This is an optimization exercise on Yosys and OpenROAD, whose aim is small area, a short achievable clock period and few clock cycles per item, not a production implementation. The RTL was checked by simulation tests, not by an equivalence proof against the original design.

$ cat flow/design.v
`default_nettype none
module ewfs_ram #(
	parameter int WIDTH = 8,
	parameter int DEPTH = 16
) (
	input  wire logic                     clk,
	input  wire logic                     we,
	input  wire logic [$clog2(DEPTH)-1:0] waddr,
	input  wire logic [WIDTH-1:0]         wdata,
	input  wire logic [$clog2(DEPTH)-1:0] raddr_a,
	input  wire logic [$clog2(DEPTH)-1:0] raddr_b,
	output logic      [WIDTH-1:0]         rdata_a,
	output logic      [WIDTH-1:0]         rdata_b
);
	logic [WIDTH-1:0] mem_q [DEPTH];
	always_ff @(posedge clk) begin
		if (we) begin
			mem_q[waddr] <= wdata;
		end
		rdata_a <= mem_q[raddr_a];
		rdata_b <= mem_q[raddr_b];
	end
endmodule
`default_nettype wire
`default_nettype none
module earliest_free_worker_scheduler_core (
	input  wire logic         clk,
	input  wire logic         arst_n,
	input  wire logic         job_valid,
	output      logic         job_ready,
	input  wire logic [31:0]  job_duration,
	output      logic         res_valid,
	input  wire logic         res_ready,
	output      logic [5:0]   res_worker_index,
	output      logic [39:0]  res_start_time,
	input  wire logic         cfg_valid,
	output      logic         cfg_ready,
	input  wire logic [6:0]   cfg_active_workers
);
	localparam int MAX_WORKERS = 64;
	localparam int IDX_W       = 6;
	localparam int CNT_W       = 7;
	localparam int TIME_W      = 40;
	localparam int DUR_W       = 32;
	localparam int RES_W       = 33;   
	localparam int KEY_W       = RES_W + IDX_W;
	function automatic logic key_less(logic [KEY_W-1:0] a, logic [KEY_W-1:0] b);
		key_less = a[KEY_W-1] ^ b[KEY_W-1] ^ (a[KEY_W-2:0] < b[KEY_W-2:0]);
	endfunction
	logic [RES_W-1:0]  s_time_q [MAX_WORKERS];
	logic [TIME_W-1:0] head_q;   
	logic [IDX_W-1:0]  s_idx_q  [MAX_WORKERS];
	logic [CNT_W-1:0]  nwork_q;
	logic              dur_vld_q;
	logic [DUR_W-1:0]  dur_q;
	logic              new_vld_q;
	logic [TIME_W-1:0] new_time_q;
	logic [IDX_W-1:0]  new_idx_q;
	logic              pend_q;
	logic [CNT_W-1:0]  pend_cnt_q;
	logic              ready_q;
	logic              r0_vld_q, r1_vld_q;
	logic [IDX_W-1:0]  r0_idx_q, r1_idx_q;
	logic [TIME_W-1:0] r0_time_q, r1_time_q;
	logic exec, adv, clr, accept, pop;
	logic [MAX_WORKERS-1:0] c;       
	logic [MAX_WORKERS-1:0] shift, ins;
	assign exec   = new_vld_q && !r1_vld_q;
	assign adv    = dur_vld_q && (!new_vld_q || exec);
	assign clr    = pend_q && (!new_vld_q || exec);
	assign accept = job_valid && ready_q;
	assign pop    = r0_vld_q && res_ready;
	assign c[0] = 1'b1;
	for (genvar j = 1; j < MAX_WORKERS; j++) begin : g_cmp
		assign c[j] = (nwork_q > CNT_W'(j))
			&& key_less({s_time_q[j], s_idx_q[j]}, {new_time_q[RES_W-1:0], new_idx_q});
	end
	for (genvar i = 0; i < MAX_WORKERS; i++) begin : g_sel
		if (i < MAX_WORKERS - 1) begin : g_mid
			assign shift[i] = exec && c[i+1];
			assign ins[i]   = exec && c[i] && !c[i+1];
		end else begin : g_last
			assign shift[i] = 1'b0;
			assign ins[i]   = exec && c[i];
		end
	end
	for (genvar i = 0; i < MAX_WORKERS; i++) begin : g_slot
		always_ff @(posedge clk) begin
			if (clr) begin
				s_time_q[i] <= '0;
				s_idx_q[i]  <= IDX_W'(i);
			end else if (shift[i]) begin
				s_time_q[i] <= s_time_q[(i+1) % MAX_WORKERS];
				s_idx_q[i]  <= s_idx_q[(i+1) % MAX_WORKERS];
			end else if (ins[i]) begin
				s_time_q[i] <= new_time_q[RES_W-1:0];
				s_idx_q[i]  <= new_idx_q;
			end
		end
	end
	logic             s1_wrap;
	logic [RES_W:0]   sum_lo;
	logic [7:0]       sum_hi;
	logic [TIME_W-1:0] s1_full;
	assign s1_wrap = s_time_q[1] < head_q[RES_W-1:0];
	assign s1_full = {head_q[TIME_W-1:RES_W] + 7'(s1_wrap), s_time_q[1]};
	logic [TIME_W:0]   sum_b;
	logic [TIME_W-1:0] base_b;
	logic [TIME_W-1:0] sat_a, sat_b;
	assign sum_lo = {1'b0, s_time_q[1]} + {2'd0, dur_q};
	assign sum_hi = {1'b0, head_q[TIME_W-1:RES_W]} + 8'(s1_wrap) + 8'(sum_lo[RES_W]);
	assign sat_a  = sum_hi[7] ? {TIME_W{1'b1}} : {sum_hi[6:0], sum_lo[RES_W-1:0]};
	assign base_b = exec ? new_time_q : head_q;
	assign sum_b  = {1'b0, base_b} + {9'd0, dur_q};
	assign sat_b  = sum_b[TIME_W] ? {TIME_W{1'b1}} : sum_b[TIME_W-1:0];
	always_ff @(posedge clk) begin
		if (accept) dur_q <= job_duration;
		if (adv) begin
			if (clr) begin
				new_time_q <= {8'd0, dur_q};
				new_idx_q  <= '0;
			end else if (exec && c[1]) begin
				new_time_q <= sat_a;
				new_idx_q  <= s_idx_q[1];
			end else begin
				new_time_q <= sat_b;
				new_idx_q  <= exec ? new_idx_q : s_idx_q[0];
			end
		end
		if (clr) begin
			head_q <= '0;
		end else if (exec) begin
			head_q <= c[1] ? s1_full : new_time_q;
		end
		if (clr) nwork_q <= pend_cnt_q;
	end
	always_ff @(posedge clk) begin
		if (!r0_vld_q || pop) begin
			if (r1_vld_q) begin
				r0_idx_q  <= r1_idx_q;
				r0_time_q <= r1_time_q;
			end else begin
				r0_idx_q  <= s_idx_q[0];
				r0_time_q <= head_q;
			end
		end
		if (exec && (r1_vld_q || (r0_vld_q && !pop))) begin
			r1_idx_q  <= s_idx_q[0];
			r1_time_q <= head_q;
		end
	end
	logic dur_vld_d, new_vld_d, r0_vld_d, r1_vld_d;
	always_comb begin
		dur_vld_d = accept || (dur_vld_q && !adv);
		new_vld_d = adv || (new_vld_q && !exec);
		if (r1_vld_q) begin
			r0_vld_d = 1'b1;
			r1_vld_d = !pop;
		end else if (r0_vld_q && !pop) begin
			r0_vld_d = 1'b1;
			r1_vld_d = exec;
		end else begin
			r0_vld_d = exec;
			r1_vld_d = 1'b0;
		end
	end
	always_ff @(posedge clk or negedge arst_n) begin
		if (!arst_n) begin
			dur_vld_q  <= 1'b0;
			new_vld_q  <= 1'b0;
			r0_vld_q   <= 1'b0;
			r1_vld_q   <= 1'b0;
			pend_q     <= 1'b1;
			pend_cnt_q <= 7'd64;
			ready_q    <= 1'b1;
		end else begin
			dur_vld_q <= dur_vld_d;
			new_vld_q <= new_vld_d;
			r0_vld_q  <= r0_vld_d;
			r1_vld_q  <= r1_vld_d;
			pend_q    <= cfg_valid || (pend_q && !clr);
			ready_q   <= !dur_vld_d || !new_vld_d || !r1_vld_d;
			if (cfg_valid) begin
				if (cfg_active_workers == 7'd0) begin
					pend_cnt_q <= 7'd1;
				end else if (cfg_active_workers > 7'd64) begin
					pend_cnt_q <= 7'd64;
				end else begin
					pend_cnt_q <= cfg_active_workers;
				end
			end
		end
	end
	assign job_ready        = ready_q;
	assign cfg_ready        = 1'b1;
	assign res_valid        = r0_vld_q;
	assign res_worker_index = r0_idx_q;
	assign res_start_time   = r0_time_q;
endmodule
`default_nettype wire
$ cat flow/run.sh
#!/bin/bash
# synth_recipe.tcl (not shown) runs the flow's synth.tcl, then flattens the netlist and writes it again
# the make line also repeats each setting of config.mk as NAME=value (left out here)
make -C /OpenROAD-flow-scripts/flow DESIGN_CONFIG=/design/flow/config.mk WORK_HOME=/design/flow/orfs CLKGATE_MAP_FILE= SYNTH_SCRIPT=/design/flow/synth_recipe.tcl finish
$ cat flow/config.mk
export PLATFORM = sky130hd
export DESIGN_NAME = earliest_free_worker_scheduler_core
export DESIGN_NICKNAME = earliest_free_worker_scheduler_core
export VERILOG_FILES = /design/flow/design.v
export SDC_FILE = /design/flow/constraint.sdc
export NUM_CORES = 4
export LEC_CHECK = 0
export CAP_MARGIN = 20
export CORE_MARGIN = 2
export CORE_UTILIZATION = 40
export SLEW_MARGIN = 20
$ cat flow/constraint.sdc
create_clock -name core_clock -period 10.0 [get_ports {clk}]
set_input_delay 2.0000 -clock core_clock [delete_from_list [all_inputs] [get_ports {clk}]]
set_output_delay 2.0000 -clock core_clock [all_outputs]
set_load 0.01 [all_outputs]
==> flow_summary_export.csv <==
group,metric,value,unit
run_status,status,"finished clean",
final_layout,fin_util,44.0,%
placement,globalplace.congestion,0.957,
sta,rsz0062_at_grt,"false",
sta,worst_hold_slack,0.460,ns
final_layout,drive_above_1_share,5.63,%
drt,drtIter0Drc,18100,
logic_synthesis,synthSimpleGateAreaFrac,10.3,%
sta,finalCriticalPeriod,6.24,ns
global_routing,grt_max_degree,194,
final_layout,multi_input_area,108000,um^2
logic_synthesis,ys_ff_latch,2693,
worst_setup_path,endpoint_kind,"register",
final_layout,nets,22000,
sta,finClkSkew,0.0557,ns
logic_synthesis,synth_top_area_share,29.4,%
run,drv_cap,0,
min_path,hold_class,"register to register",
global_routing,grt_overflow_total,0,
drt,vias,158000,
logic_synthesis,synth_xor_area_share,0.776,%
clock_network,cts_made_buffers,311,
floorplan,start_util,40.2,%
logic_synthesis,synth_compound_area_share,27.2,%
logic_synthesis,yosys_warnings,3,
logic_synthesis,synthAdderAreaFrac,17.9,%
drt,drtPass1Iterations,7,
logic_synthesis,synth_fp_nets,22800,
clock_network,cts_tree,"done",
worst_setup_path,worstPathRequired,10.84,ns
floorplan,die_x,657,um
floorplan,ioPinCount,93,
sta,finalHoldViolations,0,
logic_synthesis,synth_top_family_by_area,"compound AO/OA/AOI/OAI gates",
sta,finalSetupViolCount,0,
global_routing,grt_pass1_wl,978000,um
clock_network,clk_latency,0.98,ns
worst_setup_path,slowest_delay,0.82,ns
drt,ant_nets,0,
logic_synthesis,synth_top_area_cell,"dfxtp_1",
sta,final_max_slew_viol_count,0,
floorplan,die_h,657,um
drt,dr_wl_met2,286000,um
worst_setup_path,worst_path_most_repeated_cell,"buf_4",
logic_synthesis,syn_inst,20300,
clock_network,cts_root_buf,"clkbuf_16",
global_routing,grt_pass1_vias,144000,
logic_synthesis,ys_seq_area_share,32.7,%
clock_network,htreeDepth,5,
drt,drcViolationCount,0,
global_routing,grt_usage,29.6,%
final_layout,areaGrowthSynthToFinish,9.38,%
clock_network,cts-hold-fix-buffers,0,
floorplan,rows,239,
logic_synthesis,syn-cell-area,170000,um^2
floorplan,dieArea,431000,um^2
floorplan,core,424000,um^2
placement,placed_area,176000,um^2
clock_network,clkSinkCount,2693,
sta,tightest_slew,1.28,ns
worst_setup_path,crit_type,"register to register",
worst_setup_path,path_delay_family,"buffers and inverters",
logic_synthesis,synth_ff_type,"dfxtp_1",
sta,worst_slew_margin_rel,13.9,%
final_layout,n_fill_cell,42000,
final_layout,fin_area,186000,um^2
global_routing,antenna_found_initial,41,
worst_setup_path,cpMaxStageDelayCell,"o31ai_1",
clock_network,cts.path.max_buffers,4,
drt,wl_per_cell,26.3,um
logic_synthesis,synth_area_per_cell,8.38,um^2
final_layout,regArea,55800,um^2
placement,io_buffers,91,
sta,max_freq,160,MHz
worst_setup_path,path_cells,"buf_4, inv_6, buf_4, buf_4, ha_1, a21oi_1, o21ai_0, a2111oi_0, o311ai_1, a21oi_1, o31ai_1, xnor2_1, nand2_4, buf_4, mux2i_1, a21oi_1",
clock_network,clk_pin_slew,0.06,ns
logic_synthesis,ys_top_cells_by_area,"dfxtp_1 29%, ha_1 18%, a21oi_1 10%, o21ai_0 7.7%, mux2i_1 6.4%",
worst_setup_path,crit_fanout,59,
logic_synthesis,synth_edf_count,177,
drt,finalWirelength,669000,um
sta,period_share,62.4,%
placement,dpl.hpwl,451000,um
clock_network,ctsResizeCount,0,
worst_setup_path,startpoint_type,"register",
clock_network,post-cts-setup-buffer-count,0,
logic_synthesis,synthMuxAreaShare,6.95,%
worst_setup_path,crit_buf_inv,5,
logic_synthesis,ys_types,98,
worst_setup_path,arrival,7.08,ns
drt,highest_layer,"met5",
drt,vias_per_cell,6.21,
sta,tns,0,ns
logic_synthesis,synthArstFlopShare,0.483,%
drt,dr_wl_met3,59100,um
drt,m1WireLength,286000,um
## flip-flops by register name (all words and copies together), names as in the netlist
name / count
new_vld_q: 1
new_time_q: 40
r1_vld_q: 1
nwork_q: 7
r0_vld_q: 1
r1_time_q: 40
pend_cnt_q: 7
dur_vld_q: 1
head_q: 40
ready_q: 1
r0_time_q: 40
new_idx_q: 6
r0_idx_q: 6
r1_idx_q: 6
dur_q: 32
pend_q: 1
s_idx_q: 384
s_time_q: 2079
## cells by family (layout without fill, tap and decap cells)
| family | after synthesis | count (layout) |
|---|---|---|
| simple gates | 3917 | 3917 |
| xor+xnor | 151 | 151 |
| fa+ha+maj | 2433 | 2433 |
| flops | 2693 | 2693 |
| buf+inv | 1748 | 1185 |
| mux | 1171 | 1171 |
| compound gates | 8232 | 8232 |
| other cells | 1 | 23 |
## synthesized netlist by cell type, types with 20 or more instances
library cell and instances:
a2111oi_0 45, a22oi_1 51, dfxtp_1 2503, nand3_1 148
clkbuf_1 1148, ha_1 2430, and3_1 43, a31oi_1 420
a211oi_1 227, o21ai_1 39, a21o_1 780, nor4_1 42
buf_4 42, buf_1 73, clkinv_1 36, o22ai_1 34
mux2i_1 1082, a221oi_1 112, nor3_1 242, xor2_1 59
a21oi_1 3514, o211ai_1 75, nand2_1 1301, xnor2_1 92
nand4_1 403, or3_1 20, o21a_1 60, and2_1 28
nand2b_1 66, nor2b_1 75, or2_2 29, inv_1 124
mux2_2 87, edfxtp_1 177, o21ai_0 2622, buf_2 316
and4_1 43, a41oi_1 23, nor2_1 1402
## through the flow
| stage | cells | setup WS, ns |
|---|---|---|
| 2_1_floorplan | 20300 | 4.32 |
| 3_3_place_gp | 24900 | 3.74 |
| 3_5_place_dp | 24900 | 3.94 |
| 4_1_cts | 25400 | 3.93 |
| 5_1_grt | 25400 | 3.48 |
| 6_report | 25500 | 3.76 |
## worst register-to-register path: stages, from the launching register on
cell and delay, ns:
edfxtp_1 0.36, buf_4 0.33, inv_6 0.23, buf_4 0.49, buf_4 0.52, ha_1 0.24
a21oi_1 0.06, o21ai_0 0.26, a2111oi_0 0.12, o311ai_1 0.37, a21oi_1 0.19, o31ai_1 0.82
xnor2_1 0.30, nand2_4 0.63, buf_4 0.71, mux2i_1 0.39, a21oi_1 0.10
## area by class of cell
class                           instances  area share, %
Tap cell                             5663           3.80
Multi-Input combinational cell      15900           58.0
Antenna cell                           22         0.0295
Timing Repair Buffer                  460           2.19
Clock inverter                        105          0.761
Inverter                              160          0.426
Clock buffer                          460           4.93
Sequential cell                      2693           29.9
## final timing paths
path	start	end	slack, ns	cells after the start
hold reg to reg	head_q[7]	r1_time_q[7]	0.46	0
hold / removal	head_q[7]	r1_time_q[7]	0.46	0
setup / recovery	new_time_q[1]	s_time_q[11][7]	3.76	16
setup reg to reg	new_time_q[1]	s_time_q[11][7]	3.76	16
max in group asynchronous	arst_n	r1_vld_q	8.01	1
min in group asynchronous	arst_n	new_vld_q	1.49	1
## layer usage
layer / global-route usage (%) / up-vias
met2: 45.1 / 6800
met5: 0 / -
met3: 5.22 / 1608
met1: 40.2 / 75900
met4: 14.7 / 6
li1: - / 73800
## cell usage in the layout (no fill, tap or decap), types with 42 or more instances in the layout
cell	Yosys	layout
a211oi_1	227	226
o21ai_0	2622	2618
nor4_1	42	42
clkdlybuf4s50_1	0	91
nand2b_1	66	62
xor2_1	59	59
nand3_1	148	146
a21o_1	780	780
clkbuf_8	0	67
a21oi_1	3514	3513
nor2_1	1402	1385
dfxtp_1	2503	2503
and3_1	43	42
and4_1	43	43
nand4_1	403	403
mux2i_1	1082	1071
clkbuf_1	1148	74
inv_6	0	46
o21a_1	60	60
nor3_1	242	241
nand2_1	1301	1288
edfxtp_1	177	177
xnor2_1	92	89
mux2_2	87	84
a22oi_1	51	51
nor2b_1	75	74
clkbuf_16	0	319
clkinv_2	0	44
buf_4	42	338
a31oi_1	420	420
o211ai_1	75	75
a2111oi_0	45	43
ha_1	2430	2430
inv_1	124	119
a221oi_1	112	112
Testbench counts, summed over its fixed seeds: cycles 9,696, jobs 9,600.

==> what the ideal ports hide <==
In the flow no input, the clock included, has a driving cell. The finished layout below was timed again as built, in two steps. Step 1 (the two cells are an assumption about what drives the block):
set clk [get_ports {clk}]
set_driving_cell -lib_cell sky130_fd_sc_hd__clkbuf_16 $clk
set_driving_cell -lib_cell sky130_fd_sc_hd__buf_2 [delete_from_list [all_inputs] $clk]
Step 2 moves the port delays by t, midway between the first and last clock arrival at a register: inputs arrive t later, outputs are due t later. That takes back most of the time a late clock gives input paths. Three values: no drivers, after step 1, after step 2; two values: the first two.
t (ns): 1.056
slack for setup (ns): 3.763 / 3.763 / 3.763
worst setup path after step 2: register to register
latest minus earliest clock arrival (ns): 0.059 / 0.059
worst slew at a driven data input, ns: 0.04
After both steps this run still meets setup and hold. The setup slack of this run moves by 0.000 ns with the drivers and by 0.000 ns with both steps.
